Background: an optimization exercise with open tools, aiming at small area and a short achievable clock period. Do not read the settings as production practice.
The RTL was checked by simulation tests, not by an equivalence proof against the original design.
No activity file was given, so power comes from the tool's default toggle rates.

==> flow/design.v (outline; a module is shown in full before it is edited, if it fits) <==
// module fft_test_core: 3067 lines
// module fft_fa: 10 lines
// module fft_bsel: 9 lines
// module fft_ha: 9 lines
module fft_test_core #(
  localparam int IW = 12,
  localparam int OW = 19,
  localparam int AW = 43
) (
  input  logic                 aclk,
  input  logic                 aresetn,
  input  logic [IW-1:0]        input_data_ch1,
  output logic signed [OW-1:0] fft_real,
  output logic signed [OW-1:0] fft_imag,
  output logic [AW-1:0]        amp,
  output logic                 fft_out_valid
);
  // ...
==> flow/flow/run.sh <==
#!/bin/bash
# The standard ORFS layout, with repair_timing aiming for a larger setup slack
# (the clock and constraints stay the design's) and a clock tree without dummy loads.
# Make's full output goes to make.log.
set -euo pipefail
export CTS_ARGS="-sink_clustering_enable -repair_clock_nets -dont_use_dummy_load -sink_clustering_size 25 -sink_clustering_max_diameter 70"
bash standard.sh SETUP_SLACK_MARGIN=${MARGIN:-11.5} finish > make.log 2>&1
==> flow/standard.sh <==
#!/bin/bash
# synth_recipe.tcl (not shown) runs the flow's synth.tcl, then flattens the netlist and writes it again
# the make line also repeats each setting of config.mk as NAME=value (left out here)
make -C /OpenROAD-flow-scripts/flow DESIGN_CONFIG=/design/flow/config.mk WORK_HOME=/design/flow/orfs CLKGATE_MAP_FILE= SYNTH_SCRIPT=/design/flow/synth_recipe.tcl "${@:-finish}"
==> flow/config.mk <==
export PLATFORM = sky130hd
export DESIGN_NAME = fft_test_core
export DESIGN_NICKNAME = fft_test_core
export VERILOG_FILES = /design/flow/design.v
export SDC_FILE = /design/flow/constraint.sdc
export NUM_CORES = 8
export LEC_CHECK = 0
export CAP_MARGIN = 20
export CORE_MARGIN = 2
export CORE_UTILIZATION = 55
export SLEW_MARGIN = 20
export SYNTH_HIERARCHICAL = 1
export SYNTH_MINIMUM_KEEP_SIZE = 0
==> flow/constraint.sdc <==
create_clock -name core_clock -period 16.0 [get_ports {aclk}]
set_input_delay 3.2000 -clock core_clock [delete_from_list [all_inputs] [get_ports {aclk}]]
set_output_delay 3.2000 -clock core_clock [all_outputs]
set_load 0.01 [all_outputs]
==> results.sh, run 1 <==
export IMPL_outcome="finished clean"
export IMPL_critical_path_required_ns=12.80
export IMPL_io_pins=96
export IMPL_met3_usage_pct=3.78
export IMPL_crit_arrival_ns=1.40
export IMPL_p_sw_share_pct=19.9
export IMPL_worst_hold_path_endpoint="r0[221]"
export IMPL_drt_pass1_iter_count=6
export IMPL_vias=60600
export IMPL_fillerInstances=14000
export IMPL_area_growth_pct=10.3
export IMPL_intPower_w=0.00823
export IMPL_rows=152
export IMPL_tightest_slew_ns=1.18
export IMPL_synth_edff_count=0
export IMPL_syn_inst=8147
export IMPL_final_util_pct=61.2
export IMPL_setup_slack_ns=11.40
export IMPL_rrSetupSlack_ns=11.50
export IMPL_clkLatencyLatePin_ns=0.83
export IMPL_setup_violations=0
export IMPL_powerSeq_w=0.00665
export IMPL_yosysTopAreaCell="dfxtp_1"
export IMPL_synthXorXnorAreaFrac_pct=6.36
export IMPL_fin_area_um2=105000
export IMPL_finalCritPeriodShare_pct=28.8
export IMPL_place_ws_ns=10.07
export IMPL_layout_nonclk_buf_share_pct=3.25
export IMPL_hold_violations=0
export IMPL_rsz0062_at_grt="yes"
==> run 2, diff against run 1 <==
--- a/flow/config.mk
+++ b/flow/config.mk
@@ -8,6 +8,7 @@
 export CAP_MARGIN = 20
 export CORE_MARGIN = 2
 export CORE_UTILIZATION = 55
+export PLACE_DENSITY = 0.7
 export SLEW_MARGIN = 20
 export SYNTH_HIERARCHICAL = 1
 export SYNTH_MINIMUM_KEEP_SIZE = 0
==> run 2 against run 1 <==
Effect of this change:
- fmax shrank 0.34%
- largest cell class unchanged
- flip-flop and latch count unchanged
- area after synthesis did not move
- cell count decreased by 0.21%
- synthesized cell count unchanged
- critical path type unchanged
- critical endpoint is now amp[10]
- highest routed layer unchanged
- worst setup slack got worse by 0.016 ns
- first-iteration DRC count is 12% higher
- still clean
==> results.sh, run 2 <==
export IMPL_final_antenna_net_count=0
export IMPL_place_inst=10300
export IMPL_die_y_um=421
export IMPL_vdd_ir_drop_max_mv=0.112
export IMPL_crit_arrival_ns=1.42
export IMPL_drtIter0Drc=5898
export IMPL_yosys_register_bits=2628
export IMPL_area_growth_pct=10.0
export IMPL_ctsHoldBuffers=0
export IMPL_rsz0062_at_grt="yes"
export IMPL_fin_cells=10600
export IMPL_critical_path_required_ns=12.80
export IMPL_hold_violations=0
export IMPL_synth_commonest_cells="dfxtp_1 (2516), xor2_1 (547), nor2_1 (546)"
export IMPL_hpwl_um=190000
export IMPL_max_clock_path_buffers=3
export IMPL_top_regs="r0: 1088 flops, r1: 1088 flops"
export IMPL_io_buffer_count=88
export IMPL_fin_tns_setup_ns=0
export IMPL_yosysMostFrequentCell="dfxtp_1"
export IMPL_final_common_cell="dfxtp_1"
export IMPL_synth_main_ff_cell="dfxtp_1"
export IMPL_fillerInstances=13600
export IMPL_drv_cap=0
export IMPL_hp_class="flop to flop"
export IMPL_grt_total_usage_pct=30.2
export IMPL_critical_path_top_delay_family="flip-flops"
export IMPL_core_area_um2=172000
export IMPL_drc_errors=0
export IMPL_fin_skew_ns=0.104
export IMPL_path_cells="buf_2"
export IMPL_nets=8998
export IMPL_yosysWarnings=7
export IMPL_seq_area_um2=53300
export IMPL_clk_pin_slew_worst_paths_ns=0.09
export IMPL_fin_total_pwr_w=0.0103
export IMPL_cp_max_fo=1
export IMPL_grt_pass1_vias=60300
export IMPL_synth_edff_count=0
export IMPL_cts_buffers=142
export IMPL_postSynthAreaPerCell_um2=11.7
export IMPL_synth_area_um2=95600
export IMPL_start_util_pct=55.5
export IMPL_fp_dieW_um=421
export IMPL_drt_pass1_iter_count=7
export IMPL_globalplace_congestion=0.972
export IMPL_synth_area_top_cells="dfxtp_1 (53%), fa_1 (10%), xor2_1 (5.0%)"
export IMPL_wl_per_cell_um=25.6
export IMPL_synth_top_cell_area_share_pct=52.7
export IMPL_drive_gt1_share_pct=9.84
export IMPL_setup_violations=0
export IMPL_cts_max_level=4
export IMPL_fmax_ghz=0.216
export IMPL_slowest_delay_ns=0.43
export IMPL_io_pins=96
export IMPL_tightest_slew_ns=1.36
export IMPL_die_area_um2=177000
export IMPL_outcome="finished clean"
export IMPL_grt_remaining_overflow=0
export IMPL_grt_max_degree=88
export IMPL_leakagePower_nw=47.1
export IMPL_multi_input_area_um2=41300
export IMPL_grt_pass1_wl_um=391000
export IMPL_slowest_stage="dfrtp_1"
export IMPL_fin_crit_ns=4.62
export IMPL_final_cell_mix="dfxtp_1 (2477), nor2_1 (545), xor2_1 (517)"
export IMPL_maxSlewViolCount=0
export IMPL_async_reset_ff_share_pct=4.26
export IMPL_end_kind="output port"
export IMPL_clkLatencyLatePin_ns=0.84
export IMPL_max_slew_margin_pct=8.97
export IMPL_crit_type="flop to output port"
export IMPL_yosysSeqAreaShare_pct=55.6
export IMPL_avgViaCountPerCell=5.84
export IMPL_syn_inst=8147
export IMPL_vias=61700
export IMPL_p_per_area_nw_per_um2=97.5
export IMPL_antenna_found_initial=22
export IMPL_clock_sinks=2628
export IMPL_path_buf_inv=1
export IMPL_cts_root_buffer="clkbuf_16"
export IMPL_wirelength_um=270000
export IMPL_rows=152
export IMPL_cts_tree="built"
export IMPL_setup_worst_path_start_class="flop"
export IMPL_yosysTopAreaCell="dfxtp_1"
export IMPL_finalCritPeriodShare_pct=28.9
export IMPL_synth_cell_type_count=86
## run 2: layout make-up
| class | instances | area share (%) |
|---|---|---|
| Multi-Input combinational cell | 4902 | 39.3 |
| Sequential cell | 2628 | 50.7 |
| Timing Repair Buffer | 339 | 3.06 |
| Antenna cell | 23 | 0.0548 |
| Tap cell | 2310 | 2.75 |
| Clock buffer | 142 | 3.38 |
| Inverter | 221 | 0.789 |
## run 2: modules after synthesis (local to each module, per instance)
| module | cell area (um2) | flip-flops and latches | times used |
|---|---|---|---|
| fft_test_core | 81000 | 2628 | 1 |
| fft_fa | 20.0 | 0 | 470 |
| fft_ha | 12.5 | 0 | 60 |
| fft_bsel | 8.76 | 0 | 503 |
## run 2: path summary, 6_finish.rpt
path / from / end / slack, ns / depth (start not counted)
worst min register to register: r0[839] / r0[805] / 0.28 / 0
max in group asynchronous: aresetn / wb4_1 / 12.34 / 2
min in group asynchronous: aresetn / amp[10] / 2.34 / 1
worst min-delay path: r0[839] / r0[805] / 0.28 / 0
worst max-delay path: amp[10] / amp[10] / 11.38 / 1
worst max register to register: os[1] / tre_b[18] / 11.49 / 8
## run 2: what timing repair did
item	4_1_cts	5_1_grt
buffers inserted	79	47
endpoints found under the setup margin	263	207
gates cloned	6	6
pin swaps	35	27
resized for setup	442	122
## run 2: kinds of logic after synthesis
family / count (synthesis) / share of synthesized area, %
other cells: 1 / 0.00392
fa+ha+maj: 750 / 13.6
xor+xnor: 694 / 6.36
mux: 169 / 1.91
buf+inv: 625 / 2.50
simple gates: 1407 / 6.62
compound gates: 1873 / 13.4
flops: 2628 / 55.6
## run 2: metal layers
layer / GRT usage, % / vias to the layer above / wire (um)
met5: 0 / - / 61
met4: 17.7 / 8 / 18400
met3: 5.42 / 735 / 20100
met2: 47.4 / 2702 / 122000
met1: 39.2 / 30400 / 110000
li1: - / 27800 / -
## run 2: where the power goes
group | switching, W | internal [W] | total, W
Clock | 0.00197 | 0.00158 | 0.00355
Combinational | 0.0000363 | 0.0000224 | 0.0000587
Sequential | 0.0000298 | 0.00662 | 0.00665
Total | 0.00203 | 0.00822 | 0.0103
## run 2: metrics by stage
step | setup WS (ns) | hold WS [ns] | util (%) | area (um2)
global route | 11.33 | 0.281 | 61.1 | 105000
finish | 11.38 | 0.282 | 61.1 | 105000
global placement | 10.86 | 0.310 | 57.7 | 99200
floorplan | 11.50 | 0.310 | - | 96000
detailed placement | 10.78 | 0.312 | 57.7 | 99300
CTS | 11.34 | 0.283 | 60.4 | 104000
==> run 3, diff against run 2 <==
--- a/flow/config.mk
+++ b/flow/config.mk
@@ -7,7 +7,7 @@
 export LEC_CHECK = 0
 export CAP_MARGIN = 20
 export CORE_MARGIN = 2
-export CORE_UTILIZATION = 55
+export CORE_UTILIZATION = 45
 export PLACE_DENSITY = 0.7
 export SLEW_MARGIN = 20
 export SYNTH_HIERARCHICAL = 1
==> run 3 against run 2 <==
Effect of this change:
- still clean on timing, DRC and antenna
- first-iteration DRC count shrank 2.8%
- clock skew increased by 0.0061 ns
- register-to-register slack improved by 0.02 ns
- flip-flop and latch count did not move
- critical path depth unchanged
- cell count grew 4.7%
- largest cell class unchanged
==> results.sh, run 3 <==
export IMPL_synth_commonest_cells="dfxtp_1 (2516), xor2_1 (547), nor2_1 (546)"
export IMPL_area_growth_pct=10.2
export IMPL_finalCritPeriodShare_pct=28.7
export IMPL_async_reset_ff_share_pct=4.26
export IMPL_yosysMostFrequentCell="dfxtp_1"
export IMPL_fp_dieW_um=465
export IMPL_synth_area_top_cells="dfxtp_1 (53%), fa_1 (10%), xor2_1 (5.0%)"
export IMPL_grt_max_degree=88
export IMPL_cts_buffers=142
export IMPL_clkLatencyLatePin_ns=0.85
export IMPL_cp_max_fo=1
export IMPL_hold_violations=0
export IMPL_synthMuxAreaShare_pct=1.91
export IMPL_syn_inst=8147
export IMPL_core_area_um2=212000
export IMPL_synth_main_ff_cell="dfxtp_1"
export IMPL_fin_tns_setup_ns=0
export IMPL_io_pins=96
export IMPL_outcome="finished clean"
export IMPL_drt_pass1_iter_count=6
export IMPL_end_kind="output port"
export IMPL_yosys_register_bits=2628
export IMPL_leakagePower_nw=47.0
export IMPL_postSynthAreaPerCell_um2=11.7
export IMPL_wirelength_um=265000
export IMPL_final_antenna_net_count=0
export IMPL_p_per_area_nw_per_um2=97.3
export IMPL_vdd_ir_drop_max_mv=0.100
export IMPL_grt_pass1_vias=60300
export IMPL_synth_fa_ha_area_share_pct=13.6
export IMPL_synthXorXnorAreaFrac_pct=6.36
export IMPL_cts_root_buffer="clkbuf_16"
export IMPL_tightest_slew_ns=1.18
export IMPL_nets=8986
export IMPL_io_buffer_count=88
export IMPL_hp_class="flop to flop"
export IMPL_hpwl_um=190000
export IMPL_fin_crit_ns=4.59
export IMPL_crit_arrival_ns=1.39
export IMPL_seq_area_um2=53300
export IMPL_critical_path_top_delay_family="flip-flops"
export IMPL_path_cells="buf_2"
export IMPL_antenna_found_initial=25
export IMPL_multi_input_area_um2=41300
export IMPL_fmax_ghz=0.218
export IMPL_grt_total_usage_pct=24.0
export IMPL_synth_top_family_by_area="adder cells"
export IMPL_max_slew_margin_pct=19.3
export IMPL_vias=61200
export IMPL_globalplace_congestion=0.950
export IMPL_clk_pin_slew_worst_paths_ns=0.09
export IMPL_synthSimpleGateAreaFrac_pct=6.62
export IMPL_drive_gt1_share_pct=9.33
export IMPL_top_regs="r0: 1088 flops, r1: 1088 flops"
export IMPL_die_y_um=465
export IMPL_synth_top_cell_area_share_pct=52.7
export IMPL_cp_depth=1
export IMPL_synth_compound_area_share_pct=13.4
export IMPL_critical_path_required_ns=12.80
export IMPL_rows=169
export IMPL_synth_cell_type_count=86
export IMPL_ctsHoldBuffers=0
export IMPL_slowest_delay_ns=0.41
export IMPL_synth_edff_count=0
export IMPL_yosysSeqAreaShare_pct=55.6
export IMPL_final_cell_mix="dfxtp_1 (2482), nor2_1 (545), xor2_1 (520)"
export IMPL_crit_type="flop to output port"
export IMPL_fin_skew_ns=0.110
export IMPL_clock_sinks=2628
export IMPL_setup_violations=0
export IMPL_synth_area_um2=95600
export IMPL_yosysTopAreaCell="dfxtp_1"
export IMPL_whs_path_depth=0
export IMPL_drc_errors=0
export IMPL_avgViaCountPerCell=5.54
export IMPL_final_common_cell="dfxtp_1"
export IMPL_start_util_pct=45.1
export IMPL_yosysWarnings=7
export IMPL_hold_slack_ns=0.252
export IMPL_drv_cap=0
export IMPL_slowest_stage="dfrtp_1"
export IMPL_fillerInstances=18300
export IMPL_max_clock_path_buffers=3
export IMPL_die_area_um2=216000
export IMPL_maxSlewViolCount=0
export IMPL_wl_per_cell_um=24.0
export IMPL_cts_tree="built"
export IMPL_r2r_cells=8
export IMPL_setup_worst_path_start_class="flop"
export IMPL_path_buf_inv=1
export IMPL_grt_remaining_overflow=0
export IMPL_rsz0062_at_grt="yes"
export IMPL_grt_pass1_wl_um=387000
export IMPL_drtIter0Drc=5731
export IMPL_cts_max_level=4
[run 3: cell counts after synthesis]
Identical to the previous run, type by type.
[run 3: routing by layer]
layer	vias up	wire length, um	GRT usage, %	part of all wire, %
met5	-	130	0	0.049
met4	22	15000	12.2	5.7
met3	613	18400	4.40	6.9
met2	2335	122000	38.5	46
met1	30500	110000	31.0	41
li1	27800	-	-	-
[run 3: repair_timing]
action / 4_1_cts / 5_1_grt
cloned: 3 / 2
pin swaps: 33 / 36
resized for setup: 429 / 98
buffers inserted: 58 / 79
endpoints found under the setup margin: 258 / 237
[run 3: worst paths after layout]
kind	startpoint	end	slack, ns
max	amp[3]	amp[3]	11.41
min	r1[958]	r1[924]	0.25
max reg2reg	ob_im[9]	tre_b[20]	11.51
min reg2reg	r1[958]	r1[924]	0.25
max in group asynchronous	aresetn	issq	12.45
min in group asynchronous	aresetn	amp[10]	2.29
[run 3: stage by stage]
step | util, % | cells | setup slack [ns] | power, W | area, um2
final | 49.7 | 11100 | 11.41 | 0.0102 | 105000
after global routing | 49.7 | 11000 | 11.37 | 0.0106 | 105000
after CTS | 49.2 | 11000 | 11.35 | 0.0103 | 104000
after detailed placement | 47.1 | 10800 | 10.86 | 0.00686 | 99800
after global placement | 47.1 | 10800 | 10.79 | 0.00685 | 99800
after floorplan | - | 8153 | 11.50 | 0.00682 | 96000
[run 3: where the power goes]
part	total (W)	internal, W	switching, W
clock network	0.00354	0.00158	0.00196
registers	0.00665	0.00662	0.0000301
logic	0.0000561	0.0000207	0.0000354
total	0.0102	0.00822	0.00202
[run 3: final cells by class]
type	count	share of cell area, %
Inverter	221	0.788
Clock buffer	142	3.37
Sequential cell	2628	50.6
Tap cell	2821	3.35
Antenna cell	22	0.0523
Timing Repair Buffer	326	2.67
Multi-Input combinational cell	4903	39.2
[run 3: per-module statistics from Yosys (local to each module, per instance)]
module / cells inside / area (um2) / copies in the design / flops+latches
fft_fa: 1 / 20.0 / 470 / 0
fft_test_core: 7114 / 81000 / 1 / 2628
fft_ha: 1 / 12.5 / 60 / 0
fft_bsel: 1 / 8.76 / 503 / 0
[run 3: kinds of logic (layout without fill, tap and decap cells)]
family                   Yosys count  after routing
AO/OA/AOI/OAI                   1873           1876
flip-flops                      2628           2628
XOR/XNOR                         694            694
multiplexers                     169            169
other                              1             29
adder cells (fa/ha/maj)          750            750
buffers and inverters            625            689
AND/OR/NAND/NOR                 1407           1407
==> run 4, diff against run 3 <==
--- a/flow/config.mk
+++ b/flow/config.mk
@@ -7,7 +7,7 @@
 export LEC_CHECK = 0
 export CAP_MARGIN = 20
 export CORE_MARGIN = 2
-export CORE_UTILIZATION = 45
+export CORE_UTILIZATION = 60
 export PLACE_DENSITY = 0.7
 export SLEW_MARGIN = 20
 export SYNTH_HIERARCHICAL = 1
==> run 4 against run 3 <==
Effect of this change:
- critical path depth unchanged
- sequential share of layout area up 0.44 points
- routed wire length up 1.5%
- die area down 25%
- worst hold slack better by 0.0089 ns
- design area down 0.87%
- clock-buffer cell count up 2
- still clean on timing, DRC and antenna
- core utilization up 16 points
- clock power about the same
- global-route usage up 8.6 points
- cell count down 7.0%
- critical endpoint is now fft_imag[18]
==> results.sh, run 4 <==
export IMPL_clockPowerShare_pct=34.7
export IMPL_area_growth_pct=9.22
export IMPL_cp_max_fo=2
export IMPL_maxSlewViolCount=0
export IMPL_grt_max_degree=86
export IMPL_setup_violations=0
export IMPL_die_area_um2=162000
export IMPL_avgViaCountPerCell=5.92
export IMPL_core_area_um2=158000
export IMPL_wirelength_um=269000
export IMPL_drtIter0Drc=6041
export IMPL_p_seq_share_pct=64.7
export IMPL_setup_worst_path_start_class="flop"
export IMPL_ctsHoldBuffers=0
export IMPL_rsz0062_at_grt="yes"
export IMPL_die_y_um=403
export IMPL_critical_path_required_ns=12.80
export IMPL_path_buf_inv=1
export IMPL_io_buffer_count=88
export IMPL_place_ws_ns=10.74
export IMPL_setup_slack_ns=11.43
export IMPL_switchingPower_w=0.00203
export IMPL_outcome="finished clean"
export IMPL_hpwl_um=195000
export IMPL_rows=146
export IMPL_slowest_stage="dfrtp_1"
export IMPL_final_cell_mix="dfxtp_1 (2487), nor2_1 (545), xor2_1 (522)"
export IMPL_fp_dieW_um=403
export IMPL_antenna_found_initial=19
export IMPL_drv_cap=0
export IMPL_syn_inst=8147
export IMPL_fin_crit_ns=4.57
export IMPL_fmax_ghz=0.219
export IMPL_drc_errors=0
export IMPL_p_per_area_nw_per_um2=98.4
export IMPL_synth_main_ff_cell="dfxtp_1"
export IMPL_crit_type="flop to output port"
export IMPL_vdd_ir_drop_max_mv=0.135
export IMPL_grt_remaining_overflow=0
export IMPL_vias=60900
export IMPL_finalCritPeriodShare_pct=28.5
export IMPL_async_reset_ff_share_pct=4.26
export IMPL_cts_tree="built"
export IMPL_io_pins=96
export IMPL_cts_root_buffer="clkbuf_16"
export IMPL_tightest_slew_ns=1.27
export IMPL_clock_sinks=2628
export IMPL_hold_slack_ns=0.261
export IMPL_clkLatencyLatePin_ns=0.82
export IMPL_hp_class="flop to flop"
export IMPL_cts_buffers=144
export IMPL_postSynthAreaPerCell_um2=11.7
export IMPL_globalplace_congestion=0.990
export IMPL_critical_path_top_delay_family="flip-flops"
export IMPL_drt_pass1_iter_count=6
export IMPL_top_regs="r0: 1088 flops, r1: 1088 flops"
export IMPL_max_clock_path_buffers=3
export IMPL_intPower_w=0.00824
export IMPL_cp_startpoint="fft_imag[17]"
export IMPL_final_antenna_net_count=0
export IMPL_nets=8970
export IMPL_yosysMostFrequentCell="dfxtp_1"
export IMPL_synth_top_cell_area_share_pct=52.7
export IMPL_yosysTopAreaCell="dfxtp_1"
export IMPL_crit_arrival_ns=1.37
export IMPL_drive_gt1_share_pct=9.02
export IMPL_slowest_delay_ns=0.42
export IMPL_yosysSeqAreaShare_pct=55.6
export IMPL_hold_violations=0
export IMPL_synth_cell_type_count=86
export IMPL_max_slew_margin_pct=13.9
export IMPL_fin_cells=10300
export IMPL_path_cells="buf_2"
export IMPL_final_common_cell="dfxtp_1"
export IMPL_start_util_pct=60.4
export IMPL_grt_total_usage_pct=32.6
export IMPL_leakagePower_nw=46.9
export IMPL_yosysWarnings=7
export IMPL_grt_pass1_vias=59700
export IMPL_clk_pin_slew_worst_paths_ns=0.09
export IMPL_synth_edff_count=0
export IMPL_cts_max_level=4
export IMPL_synth_area_um2=95600
export IMPL_place_inst=10000
export IMPL_pwr_share_comb_pct=0.5
export IMPL_hold_path_startpoint="r1[1072]"
export IMPL_grt_pass1_wl_um=390000
export IMPL_synth_commonest_cells="dfxtp_1 (2516), xor2_1 (547), nor2_1 (546)"
export IMPL_synth_area_top_cells="dfxtp_1 (53%), fa_1 (10%), xor2_1 (5.0%)"
export IMPL_fin_tns_setup_ns=0
export IMPL_yosys_register_bits=2628
export IMPL_wl_per_cell_um=26.2
export IMPL_rr_startpoint="wb2_0"
export IMPL_fin_skew_ns=0.111
export IMPL_final_util_pct=66.0
export IMPL_end_kind="output port"
export IMPL_p_sw_share_pct=19.8
run 4: cell counts after synthesis:
No cell type changed its count.
run 4: modules after synthesis (local to each module, per instance):
module / cells inside / cell area (um2) / copies in the design
fft_test_core: 7114 / 81000 / 1
fft_fa: 1 / 20.0 / 470
fft_ha: 1 / 12.5 / 60
fft_bsel: 1 / 8.76 / 503
run 4: worst register-to-register path, stage by stage, from the launching register on:
cell and delay [ns]:
dfrtp_2 0.42, buf_8 0.17, or4_4 0.67, buf_4 0.22, buf_4 0.16, nand2_1 0.06
nand3_1 0.11, ha_1 0.39, a21oi_1 0.26, o21bai_1 0.12, a21oi_1 0.39, nor2_1 0.13
xnor2_1 0.71, a21oi_1 0.42
run 4: logic make-up after synthesis:
logic type / Yosys count / share of synthesized area (%)
other cells: 1 / 0.00392
mux: 169 / 1.91
compound gates: 1873 / 13.4
xor+xnor: 694 / 6.36
simple gates: 1407 / 6.62
buf+inv: 625 / 2.50
flops: 2628 / 55.6
fa+ha+maj: 750 / 13.6
run 4: power groups by stage:
| stage | logic, W | registers [W] | clock network, W |
|---|---|---|---|
| CTS | 0.0000557 | 0.00665 | 0.00362 |
| global placement | 0.0000541 | 0.00680 | 0 |
| finish | 0.0000555 | 0.00665 | 0.00357 |
| detailed placement | 0.0000551 | 0.00680 | 0 |
| floorplan | 0.0000320 | 0.00679 | 0 |
| global route | 0.0000619 | 0.00666 | 0.00386 |
run 4: path summary, 6_finish.rpt:
| check | slack [ns] | cells past startpoint | end |
|---|---|---|---|
| setup / recovery | 11.43 | 1 | fft_imag[18] |
| hold / removal | 0.26 | 0 | r1[1038] |
| setup reg to reg | 11.54 | 13 | r0[974] |
| hold reg to reg | 0.26 | 0 | r1[1038] |
| max in group asynchronous | 12.41 | 2 | fft_imag[0] |
| min in group asynchronous | 2.40 | 1 | wb1_0 |
run 4: per-layer routing:
layer  part of all wire (%)  routed length [um]  up-vias  global-route usage, %
li1                       -                   -    27700                      -
met1                     42              113000    30200                   44.1
met2                     45              120000     2411                   50.7
met3                    7.1               19200      597                   5.37
met4                    6.0               16000        4                   17.0
met5                  0.010                  27        -                      0
run 4: layout make-up:
type	instances	area, um2
Inverter	221	830
Clock buffer	144	3600
Timing Repair Buffer	304	2800
Sequential cell	2628	53300
Tap cell	2072	2590
Multi-Input combinational cell	4907	41300
Antenna cell	8	20.0
Fill cell	12000	53800
run 4: stage by stage:
stage	area, um2	total power, W
after detailed placement	98800	0.00685
after global placement	98700	0.00685
after floorplan	96000	0.00682
after CTS	103000	0.0103
after global routing	104000	0.0106
final	104000	0.0103
run 4: what timing repair did:
action / in CTS / in global routing
cloned: 4 / 7
hold endpoints to repair: 0 / 0
setup endpoints to repair: 298 / 227
setup buffers: 65 / 53
gates resized for setup: 428 / 102
pin swaps: 33 / 32
==> run 5, diff against run 4 <==
--- a/flow/flow/run.sh
+++ b/flow/flow/run.sh
@@ -4,4 +4,4 @@
 # Make's full output goes to make.log.
 set -euo pipefail
 export CTS_ARGS="-sink_clustering_enable -repair_clock_nets -dont_use_dummy_load -sink_clustering_size 25 -sink_clustering_max_diameter 70"
-bash standard.sh SETUP_SLACK_MARGIN=${MARGIN:-11.5} finish > make.log 2>&1
+bash standard.sh SETUP_SLACK_MARGIN=${MARGIN:-11.35} finish > make.log 2>&1
--- a/flow/config.mk
+++ b/flow/config.mk
@@ -7,8 +7,7 @@
 export LEC_CHECK = 0
 export CAP_MARGIN = 20
 export CORE_MARGIN = 2
-export CORE_UTILIZATION = 60
-export PLACE_DENSITY = 0.7
+export CORE_UTILIZATION = 55
 export SLEW_MARGIN = 20
 export SYNTH_HIERARCHICAL = 1
 export SYNTH_MINIMUM_KEEP_SIZE = 0
==> run 5 against run 4 <==
Effect of this change:
- largest power group unchanged
- non-clock buffer count is 11 higher
- sequential share of layout area hardly changed
- clock power about the same
- routed wire length is 5.1% higher
- still clean
- critical path type unchanged
- worst hold slack improved by 0.0060 ns
- design area hardly changed
- clock-buffer cell count is 1 higher
==> results.sh, run 5 <==
export IMPL_rows=152
export IMPL_clock_sinks=2628
export IMPL_synth_area_um2=95600
export IMPL_critical_path_required_ns=12.80
export IMPL_fmax_ghz=0.217
export IMPL_yosysTopAreaCell="dfxtp_1"
export IMPL_fin_skew_ns=0.130
export IMPL_syn_inst=8147
export IMPL_clk_pin_slew_worst_paths_ns=0.09
export IMPL_end_kind="output port"
export IMPL_fin_tns_setup_ns=0
export IMPL_drv_cap=0
export IMPL_drive_gt1_share_pct=8.66
export IMPL_io_pins=96
export IMPL_finalCritPeriodShare_pct=28.9
export IMPL_clkLatencyLatePin_ns=0.85
export IMPL_dpl_cell_area_um2=99200
export IMPL_fin_area_um2=104000
export IMPL_vdd_ir_drop_max_mv=0.118
export IMPL_critical_path_top_delay_family="flip-flops"
export IMPL_setup_violations=0
export IMPL_rrSetupSlack_ns=11.40
export IMPL_avgViaCountPerCell=5.73
export IMPL_core_area_um2=172000
export IMPL_start_util_pct=55.5
export IMPL_grt_pass1_vias=59800
export IMPL_final_cell_mix="dfxtp_1 (2504), nor2_1 (542), xor2_1 (521)"
export IMPL_synth_area_top_cells="dfxtp_1 (53%), fa_1 (10%), xor2_1 (5.0%)"
export IMPL_slowest_stage="dfrtp_1"
export IMPL_cts_max_level=4
export IMPL_nets=8977
export IMPL_cts_root_buffer="clkbuf_16"
export IMPL_postSynthAreaPerCell_um2=11.7
export IMPL_grt_total_usage_pct=31.7
export IMPL_synth_cell_type_count=86
export IMPL_synth_main_ff_cell="dfxtp_1"
export IMPL_synth_commonest_cells="dfxtp_1 (2516), xor2_1 (547), nor2_1 (546)"
export IMPL_yosysWarnings=7
export IMPL_drt_pass1_iter_count=8
export IMPL_slowest_delay_ns=0.46
export IMPL_grt_max_degree=86
export IMPL_fin_cells=10500
export IMPL_synth_top_cell_area_share_pct=52.7
export IMPL_max_slew_margin_pct=19.8
export IMPL_io_buffer_count=88
export IMPL_maxSlewViolCount=0
export IMPL_final_common_cell="dfxtp_1"
export IMPL_area_growth_pct=9.26
export IMPL_final_antenna_net_count=0
export IMPL_drtIter0Drc=5100
export IMPL_grt_remaining_overflow=0
export IMPL_cp_max_fo=1
export IMPL_vias=60400
export IMPL_die_y_um=421
export IMPL_wirelength_um=283000
export IMPL_cts_buffers=145
export IMPL_place_inst=10300
export IMPL_final_util_pct=60.7
export IMPL_fp_dieW_um=421
export IMPL_leakagePower_nw=46.7
export IMPL_top_regs="r0: 1088 flops, r1: 1088 flops"
export IMPL_hold_violations=0
export IMPL_outcome="finished clean"
export IMPL_grt_pass1_wl_um=405000
export IMPL_yosys_register_bits=2628
export IMPL_setup_worst_path_start_class="flop"
export IMPL_max_clock_path_buffers=3
export IMPL_antenna_found_initial=13
export IMPL_wl_per_cell_um=26.9
export IMPL_p_per_area_nw_per_um2=98.6
export IMPL_setup_slack_ns=11.38
export IMPL_tightest_slew_ns=1.19
export IMPL_drc_errors=0
export IMPL_path_cells="buf_2"
export IMPL_yosysSeqAreaShare_pct=55.6
export IMPL_crit_arrival_ns=1.42
export IMPL_place_ws_ns=10.16
export IMPL_path_buf_inv=1
export IMPL_rsz0062_at_grt="yes"
export IMPL_cts_tree="built"
export IMPL_yosysMostFrequentCell="dfxtp_1"
export IMPL_fin_crit_ns=4.62
export IMPL_crit_type="flop to output port"
export IMPL_synth_edff_count=0
export IMPL_async_reset_ff_share_pct=4.26
export IMPL_globalplace_congestion=0.951
export IMPL_die_area_um2=177000
export IMPL_hp_class="flop to flop"
export IMPL_hpwl_um=207000
## run 5: cell count changes in the layout (fill, tap and decap cells not counted), sizes merged, moves of 2 or more
cell	delta
o21ai	-3
buf	-20
clkdlybuf4s15	+22
clkbuf	+8
dlygate4sd2	+2
## run 5: cell families after synthesis
logic type      Yosys count  share of synthesized area (%)
fa+ha+maj               750                           13.6
other cells               1                        0.00392
mux                     169                           1.91
simple gates           1407                           6.62
flops                  2628                           55.6
xor+xnor                694                           6.36
compound gates         1873                           13.4
buf+inv                 625                           2.50
## run 5: metrics by stage
stage	hold slack, ns	power (W)
2_1_floorplan	0.310	0.00682
3_3_place_gp	0.310	0.00685
3_5_place_dp	0.312	0.00686
4_1_cts	0.270	0.0104
5_1_grt	0.266	0.0106
6_report	0.267	0.0103
## run 5: layout make-up
type / instances / area (um2)
fill: 14100 / 67700
sequential: 2628 / 53200
multi-input combinational: 4902 / 41100
clock buffer: 145 / 3630
tap: 2310 / 2890
timing repair buffer: 315 / 2730
inverter: 221 / 830
antenna: 9 / 22.5
## run 5: power breakdown
group | leakage, nW | switching (W) | internal, W
Sequential | 22.1 | 0.0000313 | 0.00662
Combinational | 22.8 | 0.0000341 | 0.0000211
Clock | 1.79 | 0.00198 | 0.00161
Total | 46.7 | 0.00205 | 0.00825
## run 5: modules after synthesis (local to each module, per instance)
| module | cell area (um2) | copies in the design |
|---|---|---|
| fft_bsel | 8.76 | 503 |
| fft_test_core | 81000 | 1 |
| fft_fa | 20.0 | 470 |
| fft_ha | 12.5 | 60 |
## run 5: timing repair
item                                    CTS  global route
buffers inserted                         47            39
pin swaps                                19            27
resized for setup                       331            80
hold buffers                              0             0
endpoints found under the setup margin  394           141
cloned                                    2             4
## run 5: path summary, 6_finish.rpt
path,startpoint,end,depth (start not counted)
setup / recovery,amp[8],amp[8],1
hold / removal,r1[1037],r1[1003],0
setup reg to reg,sq_sub,oc1[14],12
hold reg to reg,r1[1037],r1[1003],0
max in group asynchronous,aresetn,issq,3
min in group asynchronous,aresetn,fft_real[10],1
## run 5: per-layer routing
layer,vias up,global-route usage [%],share of wire [%]
met5,-,0,0.021
met4,8,17.7,6.5
met3,644,4.75,5.7
met2,2003,54.0,48
met1,30000,38.6,39
li1,27700,-,-

-- separate check: timing with driven ports --
The results above use ideal ports. As a check the final layouts listed here were re-extracted and re-timed, cells and wires unchanged.
Step 1 sets driving cells, clkbuf_16 on the clock port and buf_2 on the other inputs (assumed; they add their load-dependent delay and slew).
Step 2 also shifts input and output timing later by t, the mid clock arrival at the registers, as if the neighbouring blocks saw the same clock.
Three values: ideal, step 1, step 2; two values: the first two.
| run | shift t [ns] | setup slack, ns | slew at the worst register clock pin (ns) | pins driven straight from the clock port |
|---|---|---|---|---|
| run 1 | 0.855 | 11.396 / 11.315 / 11.178 | 0.10 / 0.10 | 1 |
| run 2 | 0.867 | 11.381 / 11.298 / 11.486 | 0.10 / 0.10 | 1 |
| run 3 | 0.875 | 11.413 / 11.328 / 11.510 | 0.10 / 0.10 | 1 |
| run 4 | 0.855 | 11.434 / 11.353 / 11.543 | 0.10 / 0.10 | 1 |
| run 5 | 0.881 | 11.382 / 11.292 / 11.195 | 0.10 / 0.10 | 1 |
After both steps setup and hold are still met in every run listed. The setup slack of run 1, which loses most, moves by -0.081 ns with the drivers and by -0.218 ns with both steps. Setup slack includes reset recovery checks.
